From an optimization exercise on the open Yosys and OpenROAD flow, aimed at a short achievable clock period and few clock cycles per item; shortcuts taken in it are not production practice. Function was checked by simulation only, so behaviour that the tests miss may differ from the original. No activity file was given, so power comes from the tool's default toggle rates.

==> inputs of job 4470 <==
==> flow/design.v <==
`default_nettype none
package cpuPkg;
    localparam int WordWidth = 32;
    localparam int NumRegs   = 16;
    localparam int OpWidth   = 5;
    localparam int OpMsb = 31;  
    localparam int RaMsb = 26;  
    localparam int RbMsb = 22;  
    localparam int RcMsb = 18;  
    typedef logic [WordWidth-1:0]       wordT;
    typedef logic [$clog2(NumRegs)-1:0] regIdxT;
    typedef logic [NumRegs-1:0]         regMaskT;  
    typedef logic [4:0]                 shiftT;    
    localparam logic [OpWidth-1:0] OpLdw  = 5'd0;
    localparam logic [OpWidth-1:0] OpAdd  = 5'd3;
    localparam logic [OpWidth-1:0] OpSub  = 5'd4;
    localparam logic [OpWidth-1:0] OpAnd  = 5'd5;
    localparam logic [OpWidth-1:0] OpOr   = 5'd6;
    localparam logic [OpWidth-1:0] OpShr  = 5'd7;
    localparam logic [OpWidth-1:0] OpShl  = 5'd8;
    localparam logic [OpWidth-1:0] OpNeg  = 5'd9;
    localparam logic [OpWidth-1:0] OpNot  = 5'd10;
    localparam logic [OpWidth-1:0] OpOutp = 5'd11;
endpackage
`default_nettype wire
`default_nettype none
module regFile (
    input  logic            Clock,
    input  logic            rstN,
    input  cpuPkg::regMaskT wrEn,
    input  cpuPkg::wordT    wrData,
    input  cpuPkg::regMaskT selA,
    input  cpuPkg::regMaskT selB,
    input  cpuPkg::regMaskT selC,
    output cpuPkg::wordT    rdA,
    output cpuPkg::wordT    rdB,
    output cpuPkg::wordT    rdC
);
    logic [cpuPkg::NumRegs*cpuPkg::WordWidth-1:0] regs;
    always_ff @(posedge Clock or negedge rstN) begin
        if (!rstN) begin
            regs <= '0;
        end else begin
            for (int i = 0; i < cpuPkg::NumRegs; i++) begin
                if (wrEn[i]) regs[i*cpuPkg::WordWidth +: cpuPkg::WordWidth] <= wrData;
            end
        end
    end
    busMux uReadA (.sel(selA), .regs(regs), .bus(rdA));
    busMux uReadB (.sel(selB), .regs(regs), .bus(rdB));
    busMux uReadC (.sel(selC), .regs(regs), .bus(rdC));
endmodule
`default_nettype wire
`default_nettype none
module busMux (
    input  cpuPkg::regMaskT                                 sel,
    input  logic [cpuPkg::NumRegs*cpuPkg::WordWidth-1:0]    regs,
    output cpuPkg::wordT                                    bus
);
    always_comb begin
        bus = '0;
        for (int i = 0; i < cpuPkg::NumRegs; i++) begin
            bus = bus | (regs[i*cpuPkg::WordWidth +: cpuPkg::WordWidth] & {cpuPkg::WordWidth{sel[i]}});
        end
    end
endmodule
`default_nettype wire
`default_nettype none
module alu (
    input  cpuPkg::wordT addX,
    input  cpuPkg::wordT addY,
    input  logic         addCin,
    input  cpuPkg::wordT shIn,     
    input  logic [2:0]   shAmt,    
    input  cpuPkg::wordT logicRes,
    input  logic         selAdd,
    input  logic         selShl,
    input  logic         selShr,
    input  logic         selLogic,
    output cpuPkg::wordT result
);
    cpuPkg::wordT sum;
    cpuPkg::wordT shOut;
    cpuPkg::wordT shRev;
    assign sum   = addX + addY + cpuPkg::wordT'(addCin);
    assign shOut = shIn << shAmt;
    always_comb begin
        for (int i = 0; i < cpuPkg::WordWidth; i++) begin
            shRev[i] = shOut[cpuPkg::WordWidth-1-i];
        end
    end
    assign result = (sum      & {cpuPkg::WordWidth{selAdd}})
                  | (shOut    & {cpuPkg::WordWidth{selShl}})
                  | (shRev    & {cpuPkg::WordWidth{selShr}})
                  | (logicRes & {cpuPkg::WordWidth{selLogic}});
endmodule
`default_nettype wire
`default_nettype none
module dataPath (
    input  logic         Clock,
    input  logic         rstN,
    input  logic         ready,
    input  logic         busy,
    input  logic         accept,
    input  cpuPkg::wordT memData,
    output cpuPkg::wordT memAddr,
    output cpuPkg::wordT outPort
);
    cpuPkg::wordT    pc;
    cpuPkg::wordT    mar;
    cpuPkg::wordT    ir;
    cpuPkg::regMaskT selA;
    cpuPkg::regMaskT selB;
    cpuPkg::regMaskT selC;
    cpuPkg::wordT    rdA;
    cpuPkg::wordT    rdB;
    cpuPkg::wordT    rdC;
    cpuPkg::wordT    result;
    cpuPkg::wordT    addX;
    cpuPkg::wordT    addY;
    logic            addCin;
    cpuPkg::wordT    shIn;
    logic [2:0]      shAmt;
    cpuPkg::wordT    logicRes;
    logic            selAdd;
    logic            selShl;
    logic            selShr;
    logic            selLogic;
    cpuPkg::regMaskT wrMask;
    logic            isLdwL;
    logic [cpuPkg::OpWidth-1:0] op;
    cpuPkg::regIdxT  ra;
    logic isLdw, isAdd, isSub, isAnd, isOr, isShr, isShl, isNeg, isNot, isOutp;
    logic isWrite;
    cpuPkg::wordT    shSrc;
    cpuPkg::wordT    shPre;
    cpuPkg::regMaskT decA;
    cpuPkg::regMaskT decB;
    cpuPkg::regMaskT decC;
    logic            loadIr;
    regFile uRegFile (
        .Clock  (Clock),
        .rstN   (rstN),
        .wrEn   (wrMask & {cpuPkg::NumRegs{busy}}),
        .wrData (result),
        .selA   (selA),
        .selB   (selB),
        .selC   (selC),
        .rdA    (rdA),
        .rdB    (rdB),
        .rdC    (rdC)
    );
    alu uAlu (
        .addX     (addX),
        .addY     (addY),
        .addCin   (addCin),
        .shIn     (shIn),
        .shAmt    (shAmt),
        .logicRes (logicRes),
        .selAdd   (selAdd),
        .selShl   (selShl),
        .selShr   (selShr),
        .selLogic (selLogic),
        .result   (result)
    );
    assign op     = ir[cpuPkg::OpMsb -: cpuPkg::OpWidth];
    assign ra     = ir[cpuPkg::RaMsb -: $clog2(cpuPkg::NumRegs)];
    assign isLdw  = (op == cpuPkg::OpLdw);
    assign isAdd  = (op == cpuPkg::OpAdd);
    assign isSub  = (op == cpuPkg::OpSub);
    assign isAnd  = (op == cpuPkg::OpAnd);
    assign isOr   = (op == cpuPkg::OpOr);
    assign isShr  = (op == cpuPkg::OpShr);
    assign isShl  = (op == cpuPkg::OpShl);
    assign isNeg  = (op == cpuPkg::OpNeg);
    assign isNot  = (op == cpuPkg::OpNot);
    assign isOutp = (op == cpuPkg::OpOutp);
    assign isWrite = isLdw | isAdd | isSub | isAnd | isOr | isShr | isShl | isNeg | isNot;
    always_comb begin
        for (int i = 0; i < cpuPkg::NumRegs; i++) begin
            decA[i] = (memData[cpuPkg::RaMsb -: 4] == 4'(i));
            decB[i] = (memData[cpuPkg::RbMsb -: 4] == 4'(i));
            decC[i] = (memData[cpuPkg::RcMsb -: 4] == 4'(i));
        end
    end
    always_comb begin
        for (int i = 0; i < cpuPkg::WordWidth; i++) begin
            shSrc[i] = isShr ? rdB[cpuPkg::WordWidth-1-i] : rdB[i];
        end
    end
    assign shPre = shSrc << {rdC[4:3], 3'b000};
    assign loadIr = busy | ~ready;
    always_ff @(posedge Clock) begin
        if (loadIr) begin
            ir   <= memData;
            selA <= decA;
            selB <= decB;
            selC <= decC;
        end
        if (!busy) begin
            addX     <= isNeg ? '0 : rdB;
            addY     <= (isSub | isNeg) ? ~rdC : rdC;
            addCin   <= isSub | isNeg;
            shIn     <= shPre;
            shAmt    <= rdC[2:0];
            logicRes <= isLdw ? memData :  
                        isAnd ? (rdB & rdC) :
                        isOr  ? (rdB | rdC) : ~rdC;
            selAdd   <= isAdd | isSub | isNeg;
            selShl   <= isShl;
            selShr   <= isShr;
            selLogic <= isLdw | isAnd | isOr | isNot;
            wrMask   <= isWrite ? decodeRa(ra) : '0;
            isLdwL   <= isLdw;
        end
    end
    function automatic cpuPkg::regMaskT decodeRa(input cpuPkg::regIdxT idx);
        decodeRa = '0;
        decodeRa[idx] = 1'b1;
    endfunction
    always_ff @(posedge Clock or negedge rstN) begin
        if (!rstN) begin
            pc      <= '0;
            mar     <= '0;
            outPort <= '0;
        end else begin
            if (busy) pc <= pc + (isLdwL ? 32'd2 : 32'd1);
            if (!ready)                mar <= pc + 32'd1;
            else if (busy)             mar <= pc + (isLdwL ? 32'd3 : 32'd2);
            else if (accept && isLdw)  mar <= pc + 32'd2;
            if (accept && isOutp) outPort <= rdA;
        end
    end
    assign memAddr = mar;
endmodule
`default_nettype wire
`default_nettype none
module controlSequencer (
    input  logic Clock,
    input  logic rstN,
    input  logic start,
    output logic ready,    
    output logic busy,     
    output logic accept,
    output logic done
);
    always_ff @(posedge Clock or negedge rstN) begin
        if (!rstN) begin
            ready <= 1'b0;
            busy  <= 1'b0;
        end else begin
            ready <= 1'b1;  
            busy  <= accept;
        end
    end
    assign accept = start & ready & ~busy;
    assign done   = busy;
endmodule
`default_nettype wire
`default_nettype none
module cpuTop (
    input  logic Clock,
    input  logic rstN,
    input  logic start,
    input  cpuPkg::wordT memData,
    output cpuPkg::wordT memAddr,
    output logic memRead,
    output logic done,
    output cpuPkg::wordT outPort
);
    logic ready;
    logic busy;
    logic accept;
    controlSequencer uSequencer (
        .Clock  (Clock),
        .rstN   (rstN),
        .start  (start),
        .ready  (ready),
        .busy   (busy),
        .accept (accept),
        .done   (done)
    );
    dataPath uDataPath (
        .Clock   (Clock),
        .rstN    (rstN),
        .ready   (ready),
        .busy    (busy),
        .accept  (accept),
        .memData (memData),
        .memAddr (memAddr),
        .outPort (outPort)
    );
    assign memRead = 1'b1;
endmodule
`default_nettype wire
==> flow/run.sh <==
#!/bin/bash
# synth_recipe.tcl (not shown) runs the flow's synth.tcl, then flattens the netlist and writes it again
# the make line also repeats each setting of config.mk as NAME=value (left out here)
make -C /OpenROAD-flow-scripts/flow DESIGN_CONFIG=/design/flow/config.mk WORK_HOME=/design/flow/orfs CLKGATE_MAP_FILE= SYNTH_SCRIPT=/design/flow/synth_recipe.tcl finish
==> flow/config.mk <==
export PLATFORM = sky130hd
export DESIGN_NAME = cpuTop
export DESIGN_NICKNAME = cpuTop
export VERILOG_FILES = /design/flow/design.v
export SDC_FILE = /design/flow/constraint.sdc
export NUM_CORES = 4
export LEC_CHECK = 0
export CAP_MARGIN = 20
export CORE_MARGIN = 2
export CORE_UTILIZATION = 40
export SLEW_MARGIN = 20
==> flow/constraint.sdc <==
create_clock -name core_clock -period 7.5 [get_ports {Clock}]
set_input_delay 1.5000 -clock core_clock [delete_from_list [all_inputs] [get_ports {Clock}]]
set_output_delay 1.5000 -clock core_clock [all_outputs]
set_load 0.01 [all_outputs]
==> job 7196 (differences from job 4470) <==
--- a/flow/design.v
+++ b/flow/design.v
@@ -67,11 +67,11 @@
 `default_nettype wire
 `default_nettype none
 module alu (
-    input  cpuPkg::wordT addX,
-    input  cpuPkg::wordT addY,
-    input  logic         addCin,
+    input  cpuPkg::wordT addP,     
+    input  cpuPkg::wordT addG,     
+    input  logic         addS0,    
     input  cpuPkg::wordT shIn,     
-    input  logic [2:0]   shAmt,    
+    input  logic [1:0]   shAmt,    
     input  cpuPkg::wordT logicRes,
     input  logic         selAdd,
     input  logic         selShl,
@@ -79,10 +79,30 @@
     input  logic         selLogic,
     output cpuPkg::wordT result
 );
+    cpuPkg::wordT gLvl [0:5];
+    cpuPkg::wordT pLvl [0:5];
     cpuPkg::wordT sum;
     cpuPkg::wordT shOut;
     cpuPkg::wordT shRev;
-    assign sum   = addX + addY + cpuPkg::wordT'(addCin);
+    always_comb begin
+        gLvl[0] = addG;
+        pLvl[0] = addP;
+        for (int l = 0; l < 5; l++) begin
+            for (int i = 0; i < cpuPkg::WordWidth; i++) begin
+                if (i >= (1 << l)) begin
+                    gLvl[l+1][i] = gLvl[l][i] | (pLvl[l][i] & gLvl[l][i - (1 << l)]);
+                    pLvl[l+1][i] = pLvl[l][i] & pLvl[l][i - (1 << l)];
+                end else begin
+                    gLvl[l+1][i] = gLvl[l][i];
+                    pLvl[l+1][i] = pLvl[l][i];
+                end
+            end
+        end
+        sum[0] = addS0;
+        for (int i = 1; i < cpuPkg::WordWidth; i++) begin
+            sum[i] = addP[i] ^ gLvl[5][i-1];
+        end
+    end
     assign shOut = shIn << shAmt;
     always_comb begin
         for (int i = 0; i < cpuPkg::WordWidth; i++) begin
@@ -101,6 +121,7 @@
     input  logic         rstN,
     input  logic         ready,
     input  logic         busy,
+    input  logic         fetch,
     input  logic         accept,
     input  cpuPkg::wordT memData,
     output cpuPkg::wordT memAddr,
@@ -116,11 +137,11 @@
     cpuPkg::wordT    rdB;
     cpuPkg::wordT    rdC;
     cpuPkg::wordT    result;
-    cpuPkg::wordT    addX;
-    cpuPkg::wordT    addY;
-    logic            addCin;
+    cpuPkg::wordT    addP;
+    cpuPkg::wordT    addG;
+    logic            addS0;
     cpuPkg::wordT    shIn;
-    logic [2:0]      shAmt;
+    logic [1:0]      shAmt;
     cpuPkg::wordT    logicRes;
     logic            selAdd;
     logic            selShl;
@@ -134,6 +155,11 @@
     logic isWrite;
     cpuPkg::wordT    shSrc;
     cpuPkg::wordT    shPre;
+    cpuPkg::wordT    opX;
+    cpuPkg::wordT    opY;
+    logic            opCin;
+    cpuPkg::wordT    bitP;
+    cpuPkg::wordT    bitG;
     cpuPkg::regMaskT decA;
     cpuPkg::regMaskT decB;
     cpuPkg::regMaskT decC;
@@ -141,7 +167,7 @@
     regFile uRegFile (
         .Clock  (Clock),
         .rstN   (rstN),
-        .wrEn   (wrMask & {cpuPkg::NumRegs{busy}}),
+        .wrEn   (wrMask),
         .wrData (result),
         .selA   (selA),
         .selB   (selB),
@@ -151,9 +177,9 @@
         .rdC    (rdC)
     );
     alu uAlu (
-        .addX     (addX),
-        .addY     (addY),
-        .addCin   (addCin),
+        .addP     (addP),
+        .addG     (addG),
+        .addS0    (addS0),
         .shIn     (shIn),
         .shAmt    (shAmt),
         .logicRes (logicRes),
@@ -188,8 +214,16 @@
             shSrc[i] = isShr ? rdB[cpuPkg::WordWidth-1-i] : rdB[i];
         end
     end
-    assign shPre = shSrc << {rdC[4:3], 3'b000};
-    assign loadIr = busy | ~ready;
+    assign shPre = shSrc << {rdC[4:2], 2'b00};
+    assign opX   = isNeg ? '0 : rdB;
+    assign opY   = (isSub | isNeg) ? ~rdC : rdC;
+    assign opCin = isSub | isNeg;
+    always_comb begin
+        bitP    = opX ^ opY;
+        bitG    = opX & opY;
+        bitG[0] = (opX[0] & opY[0]) | (bitP[0] & opCin);
+    end
+    assign loadIr = fetch;
     always_ff @(posedge Clock) begin
         if (loadIr) begin
             ir   <= memData;
@@ -197,12 +231,12 @@
             selB <= decB;
             selC <= decC;
         end
-        if (!busy) begin
-            addX     <= isNeg ? '0 : rdB;
-            addY     <= (isSub | isNeg) ? ~rdC : rdC;
-            addCin   <= isSub | isNeg;
+        begin
+            addP     <= bitP;
+            addG     <= bitG;
+            addS0    <= bitP[0] ^ opCin;
             shIn     <= shPre;
-            shAmt    <= rdC[2:0];
+            shAmt    <= rdC[1:0];
             logicRes <= isLdw ? memData :  
                         isAnd ? (rdB & rdC) :
                         isOr  ? (rdB | rdC) : ~rdC;
@@ -210,7 +244,6 @@
             selShl   <= isShl;
             selShr   <= isShr;
             selLogic <= isLdw | isAnd | isOr | isNot;
-            wrMask   <= isWrite ? decodeRa(ra) : '0;
             isLdwL   <= isLdw;
         end
     end
@@ -223,10 +256,12 @@
             pc      <= '0;
             mar     <= '0;
             outPort <= '0;
+            wrMask  <= '0;
         end else begin
+            wrMask <= (accept && isWrite) ? decodeRa(ra) : '0;
             if (busy) pc <= pc + (isLdwL ? 32'd2 : 32'd1);
             if (!ready)                mar <= pc + 32'd1;
-            else if (busy)             mar <= pc + (isLdwL ? 32'd3 : 32'd2);
+            else if (fetch)            mar <= pc + (isLdwL ? 32'd3 : 32'd2);
             else if (accept && isLdw)  mar <= pc + 32'd2;
             if (accept && isOutp) outPort <= rdA;
         end
@@ -241,20 +276,23 @@
     input  logic start,
     output logic ready,    
     output logic busy,     
+    output logic fetch,    
     output logic accept,
     output logic done
 );
     always_ff @(posedge Clock or negedge rstN) begin
         if (!rstN) begin
             ready <= 1'b0;
-            busy  <= 1'b0;
+            done  <= 1'b0;
+            fetch <= 1'b1;
         end else begin
             ready <= 1'b1;  
-            busy  <= accept;
+            done  <= accept;
+            fetch <= accept;
         end
     end
-    assign accept = start & ready & ~busy;
-    assign done   = busy;
+    assign busy   = done;
+    assign accept = start & ready & ~done;
 endmodule
 `default_nettype wire
 `default_nettype none
@@ -271,12 +309,14 @@
     logic ready;
     logic busy;
     logic accept;
+    logic fetch;
     controlSequencer uSequencer (
         .Clock  (Clock),
         .rstN   (rstN),
         .start  (start),
         .ready  (ready),
         .busy   (busy),
+        .fetch  (fetch),
         .accept (accept),
         .done   (done)
     );
@@ -285,6 +325,7 @@
         .rstN    (rstN),
         .ready   (ready),
         .busy    (busy),
+        .fetch   (fetch),
         .accept  (accept),
         .memData (memData),
         .memAddr (memAddr),
--- a/flow/config.mk
+++ b/flow/config.mk
@@ -5,7 +5,9 @@
 export SDC_FILE = /design/flow/constraint.sdc
 export NUM_CORES = 4
 export LEC_CHECK = 0
+export ABC_CLOCK_PERIOD_IN_PS = 2000
 export CAP_MARGIN = 20
 export CORE_MARGIN = 2
 export CORE_UTILIZATION = 40
+export SETUP_SLACK_MARGIN = 5
 export SLEW_MARGIN = 20
==> comparison table <==
Worst r2r dst: job 4470 uDataPath.uRegFile.regs[410]; job 7196 uDataPath.uRegFile.regs[318]
Hold Path Depth: job 4470 2; job 7196 1
Wire length of the first global-routing pass: job 4470 286200 um; job 7196 282400 um
Post-DP HPWL: job 4470 116200 um; job 7196 109600 um
Routed WL: job 4470 202100 um; job 7196 208800 um
Run status: job 4470 timing/DRC/antenna clean; job 7196 timing/DRC/antenna clean
Pin count of the biggest net entering global routing: job 4470 143; job 7196 151
Source of the critical timing path: job 4470 uDataPath.addCin; job 7196 uDataPath.outPort[31]
Number of synthesized flops with an enable pin: job 4470 210; job 7196 57
Setup slack of the critical path after layout: job 4470 3.555 ns; job 7196 4.610 ns
Met2 Wirelength: job 4470 80700 um; job 7196 83070 um
Worst reg2reg setup slack: job 4470 3.56 ns; job 7196 4.76 ns
Final weighted congestion in routability-driven placement: job 4470 1.036; job 7196 0.9005
Asr flop ratio synth: job 4470 0.7439; job 7196 0.7665
Fraction of final layout cells with drive strength greater than 1: job 4470 0.08067; job 7196 0.2039
Number of buffers created by CTS: job 4470 96; job 7196 92
Final Power: job 4470 0.02256 W; job 7196 0.01704 W
Type of element capturing the critical path: job 4470 register; job 7196 output pin
First-iteration detailed-routing DRC count: job 4470 8032; job 7196 8618
Worst max-slew margin expressed relative to the limit: job 4470 0.1546; job 7196 0.1491
Placed Instance Area: job 4470 46190 sq um; job 7196 44570 sq um
Area-dominant cell class after layout: job 4470 flip-flops and latches; job 7196 multi-input combinational cells
Testbench counts of job 4470, summed over its fixed seeds: cycles 24,000, instructions 12,000.
Testbench counts of job 7196, summed over its fixed seeds: cycles 24,000, instructions 12,000.

## what the ideal ports hide
The results above use ideal ports. As a check the final layouts listed here were re-extracted and re-timed, cells and wires unchanged.
Step 1, drivers: a clkbuf_16 drives Clock and a buf_2 each remaining input, both assumed.
Step 2 times the ports against the registers' clock, not the clock port: input delays grow and output delays shrink by t, the midpoint of the rising clock arrivals with the driver on.
Slacks: ideal ports / drivers / drivers and shift; pairs: ideal ports / drivers.
run	t (ns)	setup slack, ns	pins driven straight from the clock port
job 4470	0.772	3.555 / 3.555 / 3.496	1
job 7196	0.758	4.610 / 4.538 / 4.360	1
After both steps every run listed still meets setup and hold. The setup slack of job 7196, which loses most, moves by -0.072 ns with the drivers and by -0.250 ns with both steps.
